From an optimization exercise on the open Yosys and OpenROAD flow, aimed at small area, a short achievable clock period and few clock cycles per item; shortcuts taken in it are not production practice. At most, simulation tests tie the RTL to the original design; equivalence was not proved. Power is estimated from default activity; no workload was simulated.

Setup of build 43:
Design fp_addsub_top, start of the top module:
module fp_addsub_top (
  input  logic        clk,
  input  logic        rst_n,
  input  logic        in_req,
  output logic        in_ack,
  input  logic [64:0] in_op,      
  output logic        out_req,
  input  logic        out_ack,
  output logic [34:0] out_res     
);
Settings: LEC_CHECK=0, ABC_AREA=1, CAP_MARGIN=10, CORE_MARGIN=2, CORE_UTILIZATION=40, CTS_BUF_LIST=sky130_fd_sc_hd__clkbuf_8, SETUP_SLACK_MARGIN=3.6, SLEW_MARGIN=10, TNS_END_PERCENT=5, BUFFER_PORTS_ARGS=-buffer_cell sky130_fd_sc_hd__buf_1; clock period 6.5 ns.
standard.sh (not shown) runs the stock make flow with config.mk's settings and CLKGATE_MAP_FILE= SYNTH_SCRIPT=/design/flow/synth_recipe.tcl, a recipe that flattens the netlist after the stock synthesis.
==> flow/flow/run.sh <==
#!/bin/bash
set -e
echo 'export BUFFER_PORTS_ARGS = -buffer_cell sky130_fd_sc_hd__buf_1' >> config.mk
bash standard.sh > standard.log 2>&1
Testbench counts of build 43, summed over its fixed seeds: cycles 9,608, items 3,200.
Changes in build 97 relative to build 43:
diff --git a/flow/config.mk b/flow/config.mk
--- a/flow/config.mk
+++ b/flow/config.mk
@@ -8,3 +8,3 @@
 export ABC_AREA = 1
-export CAP_MARGIN = 10
+export CAP_MARGIN = 20
 export CORE_MARGIN = 2
@@ -13,4 +13,4 @@
 export SETUP_SLACK_MARGIN = 3.6
-export SLEW_MARGIN = 10
-export TNS_END_PERCENT = 5
+export SLEW_MARGIN = 20
+export TNS_END_PERCENT = 0
 export BUFFER_PORTS_ARGS = -buffer_cell sky130_fd_sc_hd__buf_1
## What came out
- | sequential share of layout area | build 43 vs build 97 | ≈ equal |
- Build 97: area occupied by multi-input gates lower than build 43
- Compared with build 43, build 97 is the less power-hungry design.
- Compared build 97 vs build 43, and met2 usage is up in build 97.
- Final standard cell count with taps included and fillers excluded: build 97 vs build 43 down 10
- Summary of the comparison: power share of the clock group is higher in build 97, relative to build 43.
- Comparing buffer and inverter count on the worst path for build 97 and build 43, the bigger number came from build 43.
- The run showing the greater arrival time at the worst endpoint is build 43.
For build 50, these inputs were changed with respect to build 97:
diff --git a/flow/config.mk b/flow/config.mk
--- a/flow/config.mk
+++ b/flow/config.mk
@@ -12,5 +12,5 @@
 export CTS_BUF_LIST = sky130_fd_sc_hd__clkbuf_8
-export SETUP_SLACK_MARGIN = 3.6
+export SETUP_SLACK_MARGIN = 3.9
 export SLEW_MARGIN = 20
-export TNS_END_PERCENT = 0
+export TNS_END_PERCENT = 5
 export BUFFER_PORTS_ARGS = -buffer_cell sky130_fd_sc_hd__buf_1
Results
- Worst reg-to-reg setup slack came out lower on build 50 than on build 97.
- Going from build 97 to build 50, total of clock buffers placed in the layout +1, count of maximum capacitance violations closely matched the old numbers.
- Power: build 50 worse than build 97
- Build 50 packs its core tighter than build 97.
- Looking at length of the first detailed-routing pass in iterations, build 50 sits 1 higher than build 97 does.
- Routed wire in build 50 totals more than in build 97.
- Compared with build 97, build 50 ends up with a larger final cell area.

* * *

== rev 12 ==
fp_addsub_top, a different RTL version from the one above (not shown whole).
Size: about 140 flip-flops, roughly 12000 µm² of cells after synthesis.
export LEC_CHECK = 0
export ABC_AREA = 1
export CAP_MARGIN = 20
export CORE_MARGIN = 2
export CORE_UTILIZATION = 40
export SETUP_SLACK_MARGIN = 3.0
export SLEW_MARGIN = 20
export TNS_END_PERCENT = 5
export BUFFER_PORTS_ARGS = -buffer_cell sky130_fd_sc_hd__buf_2
create_clock -name core_clock -period 6.5 [get_ports {clk}]
==> flow/flow/run.sh <==
#!/bin/bash
set -e
echo 'export BUFFER_PORTS_ARGS = -buffer_cell sky130_fd_sc_hd__buf_2' >> config.mk
bash standard.sh > standard.log 2>&1
Testbench counts of rev 12, summed over its fixed seeds: cycles 9,608, items 3,200.
Inputs modified between rev 12 and rev 13:
# rev 12
export LEC_CHECK = 0
export ABC_AREA = 1
export CAP_MARGIN = 20
export CORE_MARGIN = 2
export CORE_UTILIZATION = 40
export SETUP_SLACK_MARGIN = 3.0
export SLEW_MARGIN = 20
export TNS_END_PERCENT = 5
export BUFFER_PORTS_ARGS = -buffer_cell sky130_fd_sc_hd__buf_2
create_clock -name core_clock -period 6.5 [get_ports {clk}]
# rev 13
export LEC_CHECK = 0
export ABC_AREA = 1
export CAP_MARGIN = 20
export CORE_MARGIN = 2
export CORE_UTILIZATION = 40
export SETUP_SLACK_MARGIN = 3.3
export SLEW_MARGIN = 20
export TNS_END_PERCENT = 5
export BUFFER_PORTS_ARGS = -buffer_cell sky130_fd_sc_hd__buf_2
create_clock -name core_clock -period 6.5 [get_ports {clk}]
==> notes.md <==
Compared with rev 12, in rev 13 row count did not really move; first-pass GRT wire length went up by 3.4%.
Routed wire length on rev 13 is ahead of rev 12.
Power: higher on rev 12
Weighted congestion at the end of routability-driven global placement up about 2.8% in rev 13 wrt rev 12
The first-iteration DRC count of rev 13 falls short of that of rev 12 by 29%.
Largest stage delay on the critical path on rev 13 is up relative to rev 12.
From rev 13 to rev 12, critical path depth did not move at all.
Re shortest clock period the worst path allows after layout: rev 13 is 25 ps down on rev 12.

* * *

== purple ==
fp_addsub_top, a different RTL version from the one above (not shown whole).
For scale: ~1800 cells after synthesis, about 140 flip-flops, roughly 12000 um^2 of cells after synthesis.
Settings: LEC_CHECK=0, ABC_AREA=1, CAP_MARGIN=20, CORE_MARGIN=2, CORE_UTILIZATION=40, CTS_BUF_LIST=sky130_fd_sc_hd__clkbuf_8, SETUP_SLACK_MARGIN=3.6, SLEW_MARGIN=20, TNS_END_PERCENT=5, BUFFER_PORTS_ARGS=-buffer_cell sky130_fd_sc_hd__buf_1; clock period 6.5 ns.
==> flow/flow/run.sh <==
#!/bin/bash
set -e
echo 'export BUFFER_PORTS_ARGS = -buffer_cell sky130_fd_sc_hd__buf_1' >> config.mk
bash standard.sh > standard.log 2>&1
purple did not stop at any stage, and its layout met the timing, design-rule and antenna checks.
### purple -> red
- swapping 3.6 for 3.3 in SETUP_SLACK_MARGIN
[summary]
red: no failed stages, no open violations at the end. red vs purple — via density per instance climbed slightly. Worst supply voltage drop on vdd ends up higher on purple. Taking purple as the reference, in red power dissipated by switching net loads went down by about 3%; wire length of the first global-routing pass went down by about 0.6%.
No functional check of the RTL was part of any run of this note.

* * *

== willow ==
fp_addsub_top with an RTL version that a note above also has.
For scale: roughly 1800 cells after synthesis, ~12000 um2 of cells after synthesis.
export LEC_CHECK = 0
export ABC_AREA = 1
export CAP_MARGIN = 20
export CORE_MARGIN = 2
export CORE_UTILIZATION = 40
export CTS_BUF_LIST = sky130_fd_sc_hd__clkbuf_8
export SETUP_SLACK_MARGIN = 3.3
export SLEW_MARGIN = 20
export TNS_END_PERCENT = 5
export BUFFER_PORTS_ARGS = -buffer_cell sky130_fd_sc_hd__buf_1
create_clock -name core_clock -period 6.5 [get_ports {clk}]
Scripts as last shown in full above: flow/flow/run.sh
Testbench counts of willow, summed over its fixed seeds: cycles 9,608, items 3,200.
### willow -> yarrow
# willow
export LEC_CHECK = 0
export ABC_AREA = 1
export CAP_MARGIN = 20
export CORE_MARGIN = 2
export CORE_UTILIZATION = 40
export CTS_BUF_LIST = sky130_fd_sc_hd__clkbuf_8
export SETUP_SLACK_MARGIN = 3.3
export SLEW_MARGIN = 20
export TNS_END_PERCENT = 5
export BUFFER_PORTS_ARGS = -buffer_cell sky130_fd_sc_hd__buf_1
create_clock -name core_clock -period 6.5 [get_ports {clk}]
# yarrow
export LEC_CHECK = 0
export ABC_AREA = 1
export CAP_MARGIN = 20
export CORE_MARGIN = 2
export CORE_UTILIZATION = 50
export CTS_BUF_LIST = sky130_fd_sc_hd__clkbuf_8
export SETUP_SLACK_MARGIN = 3.6
export SLEW_MARGIN = 20
export TNS_END_PERCENT = 5
export BUFFER_PORTS_ARGS = -buffer_cell sky130_fd_sc_hd__buf_1
create_clock -name core_clock -period 6.5 [get_ports {clk}]
### Flow results
| pre-CTS setup slack | yarrow vs willow | 0.19 ns lower |. Of willow and yarrow, the run reporting the higher final clock period utilization by the worst path was yarrow. Share of final layout cell area taken by clock buffers and inverters in yarrow is 0.23 points below willow. Compared with willow, in yarrow least setup slack across all paths after layout dropped 0.018 ns; largest voltage drop on the vdd net climbed 11%. Taking yarrow over willow, the design area ratio works out to 1.06. Final critical-path required period is lower on willow.
Here is what was changed in the inputs of tundra compared with yarrow.
# yarrow
export LEC_CHECK = 0
export ABC_AREA = 1
export CAP_MARGIN = 20
export CORE_MARGIN = 2
export CORE_UTILIZATION = 50
export CTS_BUF_LIST = sky130_fd_sc_hd__clkbuf_8
export SETUP_SLACK_MARGIN = 3.6
export SLEW_MARGIN = 20
export TNS_END_PERCENT = 5
export BUFFER_PORTS_ARGS = -buffer_cell sky130_fd_sc_hd__buf_1
create_clock -name core_clock -period 6.5 [get_ports {clk}]
# tundra
export LEC_CHECK = 0
export ABC_AREA = 1
export CAP_MARGIN = 20
export CORE_MARGIN = 2
export CORE_UTILIZATION = 40
export CTS_BUF_LIST = sky130_fd_sc_hd__clkbuf_8
export SETUP_SLACK_MARGIN = 3.6
export SLEW_MARGIN = 20
export TNS_END_PERCENT = 20
export BUFFER_PORTS_ARGS = -buffer_cell sky130_fd_sc_hd__buf_1
create_clock -name core_clock -period 6.5 [get_ports {clk}]
## What came out
Comparing yarrow with tundra, the half-perimeter wire length after detailed placement came out essentially unchanged. Per the comparison of tundra with yarrow, number of standard cells in the final layout excluding fillers shows an increase of 4.1%; number of buffers and inverters on the critical path shows an increase of 1; routed wire length shows no meaningful change; post-synth design cell area shows no meaningful change. tundra vs yarrow, critical path depth went up by 3. [tundra] worst setup slack fell 0.070 ns relative to yarrow. Diff yarrow -> tundra: relative area change from synthesis to final layout rose by 3.4 points; die area rose by 24%; number of inserted filler cells in the final layout rose by 728.
The inputs of pepper differ from those of tundra as listed below.
# tundra
export LEC_CHECK = 0
export ABC_AREA = 1
export CAP_MARGIN = 20
export CORE_MARGIN = 2
export CORE_UTILIZATION = 40
export CTS_BUF_LIST = sky130_fd_sc_hd__clkbuf_8
export SETUP_SLACK_MARGIN = 3.6
export SLEW_MARGIN = 20
export TNS_END_PERCENT = 20
export BUFFER_PORTS_ARGS = -buffer_cell sky130_fd_sc_hd__buf_1
create_clock -name core_clock -period 6.5 [get_ports {clk}]
# pepper
export LEC_CHECK = 0
export ABC_AREA = 1
export CAP_MARGIN = 20
export CORE_MARGIN = 2
export CORE_UTILIZATION = 40
export CTS_BUF_LIST = sky130_fd_sc_hd__clkbuf_8
export SETUP_SLACK_MARGIN = 4.0
export SLEW_MARGIN = 20
export TNS_END_PERCENT = 0
export BUFFER_PORTS_ARGS = -buffer_cell sky130_fd_sc_hd__buf_1
create_clock -name core_clock -period 6.5 [get_ports {clk}]
Notes after the runs:
- Final critical-path share of the clock period, pepper and tundra: higher on tundra
- Going from tundra to pepper, number of antenna repair diodes comparable, cell count now smaller, clock group share of total power now larger, quantity of gates resized following cts now smaller, area share of buffers outside the clock network now smaller.
- From tundra to pepper the numbers moved as follows: peak fanout along the critical path now smaller, sum of negative setup slack about even, fraction of area in registers increased by 2.1 points relative to the old numbers.
- tundra and pepper ended up with roughly the same hold slack.
- In the flow results for pepper and tundra, the final area is larger on tundra.

-- what the ideal ports hide --
No port has a modelled driver above. Below, the same layouts with a new extraction and two added sets of constraints.
Step 1 sets driving cells, clkbuf_16 on the clock port and buf_2 on the other inputs (assumed; they add their load-dependent delay and slew).
Step 2 times the ports against the registers' clock, not the clock port: input delays grow and output delays shrink by t, the midpoint of the rising clock arrivals with the driver on.
a / b / c = ideal / step 1 / step 2; a / b = the first two.
run	t, ns	slack for setup (ns)	worst slew at a driven data input, ns
build 43	0.508	3.101 / 3.101 / 2.775	0.04
build 97	0.528	3.165 / 3.165 / 2.734	0.04
build 50	0.514	3.137 / 3.137 / 2.691	0.04
rev 12	0.485	2.913 / 2.913 / 2.638	0.03
rev 13	0.487	2.938 / 2.938 / 2.675	0.03
purple	0.522	2.982 / 2.982 / 2.678	0.04
red	0.515	2.835 / 2.835 / 2.447	0.05
willow	0.518	3.113 / 3.113 / 2.622	0.04
yarrow	0.504	3.094 / 3.094 / 2.663	0.04
tundra	0.513	3.025 / 3.025 / 3.025	0.05
pepper	0.528	3.165 / 3.165 / 2.734	0.04
After both steps every run listed still meets setup and hold. For willow, which loses most, drivers alone change the setup slack by 0.000 ns; drivers and shift together by -0.491 ns.
